From an optimization exercise on the open Yosys and OpenROAD flow, aimed at small area, a short achievable clock period and few clock cycles per item; shortcuts taken in it are not production practice.
Only the layout flow was run in this run; the RTL was not checked for function there.
Power figures rest on the tool's default switching activity, not on a simulated workload.

`design.v`:
```
package lrl_pkg;
  localparam int KEY_W = 32;
  localparam int OP_W  = 2;
  localparam int OCC_W = 5;
  localparam int CAP_W = 5;
  localparam logic [CAP_W-1:0] CAP_RESET = 5'd16;
  localparam logic [OP_W-1:0] OP_INSERT = 2'd0;
  localparam logic [OP_W-1:0] OP_REMOVE = 2'd1;
  localparam logic [OP_W-1:0] OP_USE    = 2'd2;
  localparam logic [OP_W-1:0] OP_FIND   = 2'd3;
endpackage
module lrl_cell
(
  input  logic                      clk,
  input  logic                      shift,
  input  logic [lrl_pkg::KEY_W-1:0] left_i,
  input  logic [lrl_pkg::KEY_W-1:0] cmp_key,
  output logic                      match_o,
  output logic [lrl_pkg::KEY_W-1:0] entry_o
);
  logic [lrl_pkg::KEY_W-1:0] entry_r;
  always_ff @(posedge clk) begin
    if (shift) begin
      entry_r <= left_i;
    end
  end
  assign match_o = (entry_r == cmp_key);
  assign entry_o = entry_r;
endmodule
module lru_recency_list
#(
  parameter int DEPTH = 16
) (
  input  logic             clk,
  input  logic             rst_n,
  input  logic             cfg_wr_en,
  input  logic [lrl_pkg::CAP_W-1:0] cfg_wr_data,
  input  logic             in_tvalid,
  output logic             in_tready,
  input  logic [39:0]      in_tdata,
  output logic             out_tvalid,
  input  logic             out_tready,
  output logic [7:0]       out_tdata
);
  localparam int KW = lrl_pkg::KEY_W;
  localparam int CW = $clog2(DEPTH + 1);
  logic [lrl_pkg::CAP_W-1:0] cap_r;
  logic                      v0;
  logic [lrl_pkg::OP_W-1:0]  op0;
  logic [KW-1:0]             key0;
  logic [CW-1:0]             c0;
  logic                      v1;
  logic [lrl_pkg::OP_W-1:0]  op1;
  logic [KW-1:0]             key1;
  logic [CW-1:0]             c1;
  logic [DEPTH-1:0]          m1;
  logic                      v2;
  logic [lrl_pkg::OP_W-1:0]  op2;
  logic [KW-1:0]             key2;
  logic [CW-1:0]             c2;
  logic [DEPTH-1:0]          m2;
  logic [DEPTH-1:0]          pre2;
  logic                      any2;
  logic                      evict;
  logic [DEPTH-1:0]          vld;
  logic [CW-1:0]             cnt;
  logic                      pend;
  logic [DEPTH-1:0]          dups;
  logic                      dupflag;
  logic                      blk2;
  logic                      ready_r;
  logic                      fv0, fv1;
  logic [5:0]                fd0, fd1;
  logic [KW-1:0]    entries [DEPTH];
  logic [DEPTH-1:0] cmp0;
  logic [DEPTH-1:0] sel;
  logic             e02, e12;
  generate
    for (genvar i = 0; i < DEPTH; i++) begin : g_cell
      lrl_cell u_cell (
        .clk     (clk),
        .shift   (sel[i]),
        .left_i  ((i == 0) ? key2 : entries[(i == 0) ? 0 : i - 1]),
        .cmp_key (key0),
        .match_o (cmp0[i]),
        .entry_o (entries[i])
      );
    end
  endgenerate
  assign e02 = (key0 == key2);
  assign e12 = (key1 == key2);
  logic [DEPTH-1:0] first, extra, pfx_v, sfx_v, lastv, pre_d, first_d, drop;
  logic             two, dnz, fire, adv1, adv2;
  logic             is_ins, is_rem, is_use;
  always_comb begin
    pre_d[0] = 1'b0;
    pfx_v[0] = 1'b1;
    for (int i = 1; i < DEPTH; i++) begin
      pre_d[i] = pre_d[i-1] | dups[i-1];
      pfx_v[i] = pfx_v[i-1] & vld[i-1];
    end
    sfx_v[DEPTH-1] = vld[DEPTH-1];
    for (int i = DEPTH - 2; i >= 0; i--) begin
      sfx_v[i] = sfx_v[i+1] | vld[i];
    end
    for (int i = 0; i < DEPTH; i++) begin
      lastv[i] = vld[i] && ((i == DEPTH - 1) || !sfx_v[(i == DEPTH - 1) ? i : i + 1]);
    end
  end
  assign first   = m2 & ~pre2;
  assign extra   = m2 & pre2;
  assign two     = |extra;
  assign first_d = dups & ~pre_d;
  assign dnz     = |dups;
  assign is_ins = (op2 == lrl_pkg::OP_INSERT);
  assign is_rem = (op2 == lrl_pkg::OP_REMOVE);
  assign is_use = (op2 == lrl_pkg::OP_USE);
  assign fire = v2 && !blk2;
  assign adv2 = dupflag ? (!v2 && !pend) : (!v2 || !blk2);
  assign adv1 = !v1 || adv2;
  always_comb begin
    for (int i = 0; i < DEPTH; i++) begin
      sel[i]  = fire && ((is_ins && (evict ? sfx_v[i] : pfx_v[i])) ||
                         (is_use && any2 && !pre2[i]));
      drop[i] = (fire && is_rem && first[i]) || (pend && first_d[i]);
    end
  end
  logic [DEPTH-1:0] cv0, m0s, m1s, pre1, pre2_nxt;
  logic             any1, anyx1, any2_nxt, hit12, gone12;
  assign cv0 = cmp0 & vld;
  always_comb begin
    for (int i = 0; i < DEPTH; i++) begin
      if (i == 0) begin
        m0s[i] = sel[i] ? e02 : (cv0[i] && !drop[i]);
        m1s[i] = sel[i] ? e12 : (m1[i] && !drop[i]);
      end else begin
        m0s[i] = sel[i] ? cv0[(i == 0) ? 0 : i - 1] : (cv0[i] && !drop[i]);
        m1s[i] = sel[i] ? m1[(i == 0) ? 0 : i - 1] : (m1[i] && !drop[i]);
      end
    end
    pre1[0] = 1'b0;
    for (int i = 1; i < DEPTH; i++) begin
      pre1[i] = pre1[i-1] | m1[i-1];
    end
  end
  assign any1  = |m1;
  assign anyx1 = |(m1 & ~lastv);
  assign hit12  = sel[0] && e12;
  assign gone12 = fire && is_rem && e12;
  always_comb begin
    pre2_nxt[0] = 1'b0;
    for (int i = 1; i < DEPTH; i++) begin
      pre2_nxt[i] = !gone12 && (hit12 || (sel[i-1] ? pre1[i-1] : pre1[i]));
    end
    if (gone12) begin
      any2_nxt = 1'b0;
    end else if (fire && is_ins && evict) begin
      any2_nxt = e12 || anyx1;
    end else begin
      any2_nxt = any1 || hit12;
    end
  end
  logic          inc, dec;
  logic [CW-1:0] cnt_nxt;
  logic [CW-1:0] c_nxt;
  logic          evict_nxt;
  logic          flag;
  logic          push;
  logic [5:0]    push_d;
  assign inc = fire && is_ins && !evict;
  assign dec = (fire && is_rem && any2) || (pend && dnz);
  always_comb begin
    if (inc) begin
      cnt_nxt = cnt + CW'(1);
    end else if (dec) begin
      cnt_nxt = cnt - CW'(1);
    end else begin
      cnt_nxt = cnt;
    end
  end
  assign c_nxt = adv2 ? c1 : c2;
  always_comb begin
    if (inc) begin
      evict_nxt = ({1'b0, cnt} + (CW+1)'(1)) >= {1'b0, c_nxt};
    end else if (dec) begin
      evict_nxt = {1'b0, cnt} >= ({1'b0, c_nxt} + (CW+1)'(1));
    end else begin
      evict_nxt = cnt >= c_nxt;
    end
  end
  assign flag = is_ins ? evict : any2;
  assign push   = (fire && !(is_use && two)) || (pend && !dnz);
  assign push_d = {lrl_pkg::OCC_W'(cnt_nxt), pend ? 1'b1 : flag};
  logic pop;
  logic fv0_n, fv1_n, full_n;
  logic v0_n, v1_n, v2_n, pend_n, dupflag_n;
  assign pop = fv0 && out_tready;
  always_comb begin
    fv0_n = fv0;
    fv1_n = fv1;
    if (fv0 && !pop) begin
      if (!fv1 && push) fv1_n = 1'b1;
    end else if (fv1) begin
      fv0_n = 1'b1;
      fv1_n = push;
    end else begin
      fv0_n = push;
      fv1_n = 1'b0;
    end
  end
  assign full_n = (fv0 && !pop) || fv1;
  always_ff @(posedge clk) begin
    if (fv0 && !pop) begin
      if (!fv1) fd1 <= push_d;
    end else if (fv1) begin
      fd0 <= fd1;
      fd1 <= push_d;
    end else begin
      fd0 <= push_d;
    end
  end
  logic [CW-1:0] cap_eff;
  always_comb begin
    if (cap_r == '0) begin
      cap_eff = CW'(1);
    end else if (CW'(cap_r) > CW'(DEPTH)) begin
      cap_eff = CW'(DEPTH);
    end else begin
      cap_eff = CW'(cap_r);
    end
  end
  assign v0_n      = ready_r ? in_tvalid : (v0 && !adv1);
  assign v1_n      = adv1 ? v0 : (v1 && !adv2);
  assign v2_n      = adv2 ? v1 : (v2 && !fire);
  assign pend_n    = (fire && is_use && two) || (pend && dnz);
  assign dupflag_n = dupflag || (fire && is_ins && any2);
  always_ff @(posedge clk) begin
    if (!rst_n) begin
      cap_r   <= lrl_pkg::CAP_RESET;
      v0      <= 1'b0;
      v1      <= 1'b0;
      v2      <= 1'b0;
      vld     <= '0;
      cnt     <= '0;
      evict   <= 1'b0;
      pend    <= 1'b0;
      dupflag <= 1'b0;
      blk2    <= 1'b0;
      ready_r <= 1'b1;
      fv0     <= 1'b0;
      fv1     <= 1'b0;
    end else begin
      if (cfg_wr_en) begin
        cap_r <= cfg_wr_data;
      end
      v0      <= v0_n;
      v1      <= v1_n;
      v2      <= v2_n;
      for (int i = 0; i < DEPTH; i++) begin
        if (sel[i]) begin
          vld[i] <= (i == 0) ? 1'b1 : vld[(i == 0) ? 0 : i - 1];
        end else if (drop[i]) begin
          vld[i] <= 1'b0;
        end
      end
      cnt     <= cnt_nxt;
      evict   <= evict_nxt;
      pend    <= pend_n;
      dupflag <= dupflag_n;
      blk2    <= pend_n || full_n;
      ready_r <= dupflag_n ? !v0_n : (!v0_n || !v1_n || !v2_n || !full_n);
      fv0     <= fv0_n;
      fv1     <= fv1_n;
    end
  end
  always_ff @(posedge clk) begin
    if (fire && is_use) begin
      dups <= extra;
    end else begin
      dups <= dups & ~first_d;
    end
  end
  always_ff @(posedge clk) begin
    if (ready_r) begin
      op0  <= in_tdata[1:0];
      key0 <= in_tdata[33:2];
      c0   <= cap_eff;
    end
    m1 <= adv1 ? m0s : m1s;
    if (adv1) begin
      op1  <= op0;
      key1 <= key0;
      c1   <= c0;
    end
    if (adv2) begin
      op2  <= op1;
      key2 <= key1;
      c2   <= c1;
      m2   <= m1s;
      pre2 <= pre2_nxt;
      any2 <= any2_nxt;
    end
  end
  assign in_tready  = ready_r;
  assign out_tvalid = fv0;
  assign out_tdata  = {2'b00, fd0};
endmodule
```
`run.sh`:
```
#!/bin/bash
# synth_recipe.tcl (not shown) runs the flow's synth.tcl, then flattens the netlist and writes it again
# the make line also repeats each setting of config.mk as NAME=value (left out here)
make -C /OpenROAD-flow-scripts/flow DESIGN_CONFIG=/design/flow/config.mk WORK_HOME=/design/flow/orfs CLKGATE_MAP_FILE= SYNTH_SCRIPT=/design/flow/synth_recipe.tcl finish
```
`config.mk`:
```
export PLATFORM = sky130hd
export DESIGN_NAME = lru_recency_list
export DESIGN_NICKNAME = lru_recency_list
export VERILOG_FILES = /design/flow/design.v
export SDC_FILE = /design/flow/constraint.sdc
export NUM_CORES = 4
export LEC_CHECK = 0
export ABC_CLOCK_PERIOD_IN_PS = 2500
export CAP_MARGIN = 20
export CORE_MARGIN = 2
export CORE_UTILIZATION = 40
export SETUP_SLACK_MARGIN = 3.5
export SLEW_MARGIN = 20
```
`constraint.sdc`:
```
create_clock -name core_clock -period 6.0 [get_ports {clk}]
set_input_delay 1.2000 -clock core_clock [delete_from_list [all_inputs] [get_ports {clk}]]
set_output_delay 1.2000 -clock core_clock [all_outputs]
set_load 0.01 [all_outputs]
```
==> run notes <==
## timing repair
action,CTS,global route
pin swaps,24,36
gates cloned,10,4
setup endpoints to repair,662,301
buffers inserted,55,38
resized for setup,149,60
## cells in the final DEF (no fill, tap or decap), types with 18 or more instances in the layout
| master | n |
|---|---|
| dfxtp_1 | 54 |
| nor2_1 | 56 |
| xnor2_1 | 300 |
| edfxtp_1 | 668 |
| nor4_1 | 69 |
| ha_1 | 19 |
| nor3_1 | 34 |
| nor4_2 | 18 |
| nand3_1 | 56 |
| xor2_1 | 277 |
| inv_1 | 40 |
| buf_6 | 26 |
| clkbuf_16 | 84 |
| buf_4 | 94 |
| a21oi_1 | 40 |
| nand4_1 | 97 |
| nand2_1 | 80 |
| o21ai_0 | 38 |
| clkdlybuf4s50_1 | 43 |
## final timing paths
check,startpoint,to,depth (start not counted)
max,op2[1],any2,8
min,c0[4],c1[4],0
max reg2reg,op2[1],any2,8
min reg2reg,c0[4],c1[4],0
## power breakdown
part	internal, mW	switching (mW)	total (mW)
Combinational	0.215	0.315	0.531
Clock	3.00	2.07	5.07
Sequential	5.60	0.0424	5.65
## registers in the layout, indices dropped and copies added (netlist names), 6 cells and up
name and count:
fd0 6, m2 16, dups 15, key0 32
g_cell.u_cell.entry_r 512, vld 16, key1 32, pre2 15
fd1 6, key2 32, m1 16
## layer usage
metal,wire length (um),up-vias,GRT usage (%)
met2,47500,656,39.5
met1,34700,9872,25.3
met3,3980,223,3.27
li1,-,8768,-
met5,0,-,0
met4,4180,0,9.36
## cell families (layout without fill, tap and decap cells)
kind of cell    after synthesis  after routing
flops                       740            740
other cells                   1              2
simple gates                541            543
xor+xnor                    583            583
mux                          25             25
fa+ha+maj                    20             20
compound gates              200            202
buf+inv                     157            397
## synth_stat cells (all sizes together), types with 5 or more instances
master,instances
a211oi,6
a21o,6
a21oi,44
a22o,7
a22oi,8
a31oi,18
a32oi,8
and2,14
and3,7
buf,13
clkbuf,91
dfxtp,72
edfxtp,668
ha,20
inv,53
mux2,11
mux2i,14
nand2,85
nand2b,11
nand3,59
nand3b,10
nand4,97
nor2,61
nor2b,11
nor3,39
nor4,96
nor4b,5
o211ai,9
o21a,5
o21ai,44
o22ai,9
o31ai,5
or2,5
or3,11
or4,12
xnor2,306
xor2,277
## stage by stage
step	hold WS, ns	setup WS, ns	power, mW	utilization, %	cell area [um2]
floorplan	0.400	2.44	6.05	-	32300
global placement	0.404	2.47	6.23	42.9	34000
detailed placement	0.408	2.41	6.24	43.0	34100
CTS	0.420	3.42	11.3	48.0	38000
global route	0.422	3.44	11.5	48.8	38700
finish	0.417	3.53	11.2	48.8	38700
## cell type report
cell class | count | area [um2]
Timing Repair Buffer | 194 | 1990
Inverter | 53 | 283
Clock inverter | 49 | 537
Fill cell | 6796 | 40600
Sequential cell | 740 | 21500
Multi-Input combinational cell | 1375 | 10800
Tap cell | 1050 | 1310
Clock buffer | 95 | 2150
Timing Repair inverter | 6 | 46.3
==> results.cfg <==
[timing]
fmax_mhz = 405
report.final.hold_viol_count = 0
tightest_slew_ns = 0.972
finClkSkew_ns = 0.0234
period_share_pct = 41.2
grt_setup_unrepaired = yes
maxSlewHeadroom_pct = 35.2
slew_viol_final = 0
min_period_ns = 2.47
tns_ns = 0
setup_viol = 0

[detailed_routing]
vias = 19519
ant_nets = 0
dr.pass1.iters = 7
routedWlPerCell_um = 25.4
first_iter_violations = 1626
viasPerCell = 5.48
drt_drc_violations_left = 0
wirelength_mm = 90.4

[clock_tree]
cts.sinks = 740
cts.path.max_buffers = 3
clock_latency_ns = 0.64
cts_made_buffers = 80
tritoncts = yes
htreeDepth = 3
clk_pin_slew_ns = 0.07
postCtsHoldBufs = 0
cts_root_buf = clkbuf_16

[placement]
placed_cells = 3311
dp_hpwl_mm = 60.4
gp_congestion = 0.878
io_buffers = 51

[critical_path]
cp_top_family = simple AND/OR/NAND/NOR gates
cp.required_ns = 6.43
reg2reg_slack_ns = 3.53
crit_type = register to register
slowest_delay_ns = 0.58
cp.arrival_ns = 2.90
path_cells = buf_6 -> or3b_2 -> nor2_4 -> buf_4 -> nor4_1 -> and4_1 -> o21a_1 -> a211oi_1
cp_num_buf_inv = 2
critPathCaptureType = register
crit_path_top_delay_cell = or3b_2
cp-start-kind = register
path_max_fanout = 5

[yosys]
synth_xor_area_share_pct = 15.9
syn-mean-instance-area_um2 = 14.2
yosysWarningCount = 3
synth.area.top_cells = edfxtp_1 62%, xnor2_1 8.3%, xor2_1 7.6%
synthArstFlopShare_pct = 0
ys_types = 78
synthCells = 2267
synthFlopType = edfxtp_1
syn-cell-area_mm2 = 0.0321
synth_top_cell_area_share_pct = 62.4
synth_top_family_by_area = XOR/XNOR gates
synthAdderAreaFrac_pct = 0.779
muxShareOfSynthArea_pct = 0.822
synth_seq_area_share_pct = 66.9
synth_top_area_cell = edfxtp_1
synth-compound-area-share_pct = 4.23
yosys.area_share.simple_pct = 9.45
yosys_register_bits = 740
synth_edf_count = 668

[worst_hold_path]
worstHoldPathType = register to register

[power]
max-vdd-ir-drop_v = 0.000196
powerDensity_mw_per_mm2 = 291
p_leak_nw = 13.0

[floorplanning]
design.die.area_mm2 = 0.0826
die_h_um = 287
rows = 103
die_w_um = 287
coreArea_mm2 = 0.0793
initial_utilization_pct = 40.5
ios = 60

[grt]
grt_max_degree = 67
grt_pass1_wl_mm = 131
grt_usage_pct = 21.7
grt_pass1_vias = 19863
antenna_found_initial = 0
grt_overflow = 0

[final_layout]
syn2layout_area_growth_pct = 20.3
stdcell_count = 3562
layout.nets = 2520
drive_gt1_share_pct = 17.2
antennaDiodeCount = 0

[flow_run]
cap_violations = 0

[status]
status = no timing/DRC/antenna violations

## what the ideal ports hide
In the flow no input, the clock included, has a driving cell. The finished layout below was timed again as built, in two steps. Step 1 (the two cells are an assumption about what drives the block):
set clk [get_ports {clk}]
set_driving_cell -lib_cell sky130_fd_sc_hd__clkbuf_16 $clk
set_driving_cell -lib_cell sky130_fd_sc_hd__buf_2 [delete_from_list [all_inputs] $clk]
Step 2 times the ports against the registers' clock, not the clock port: input delays grow and output delays shrink by t, the midpoint of the rising clock arrivals with the driver on. a / b / c = ideal ports / drivers / drivers and shift; a / b = the first two.
t, ns: 0.691
setup slack, ns: 3.530 / 3.483 / 3.244
worst setup path after step 2: input to register
pins driven straight from the clock port: 1
After both steps this run still meets setup and hold. The setup slack of this run moves by -0.047 ns with the drivers and by -0.286 ns with both steps.
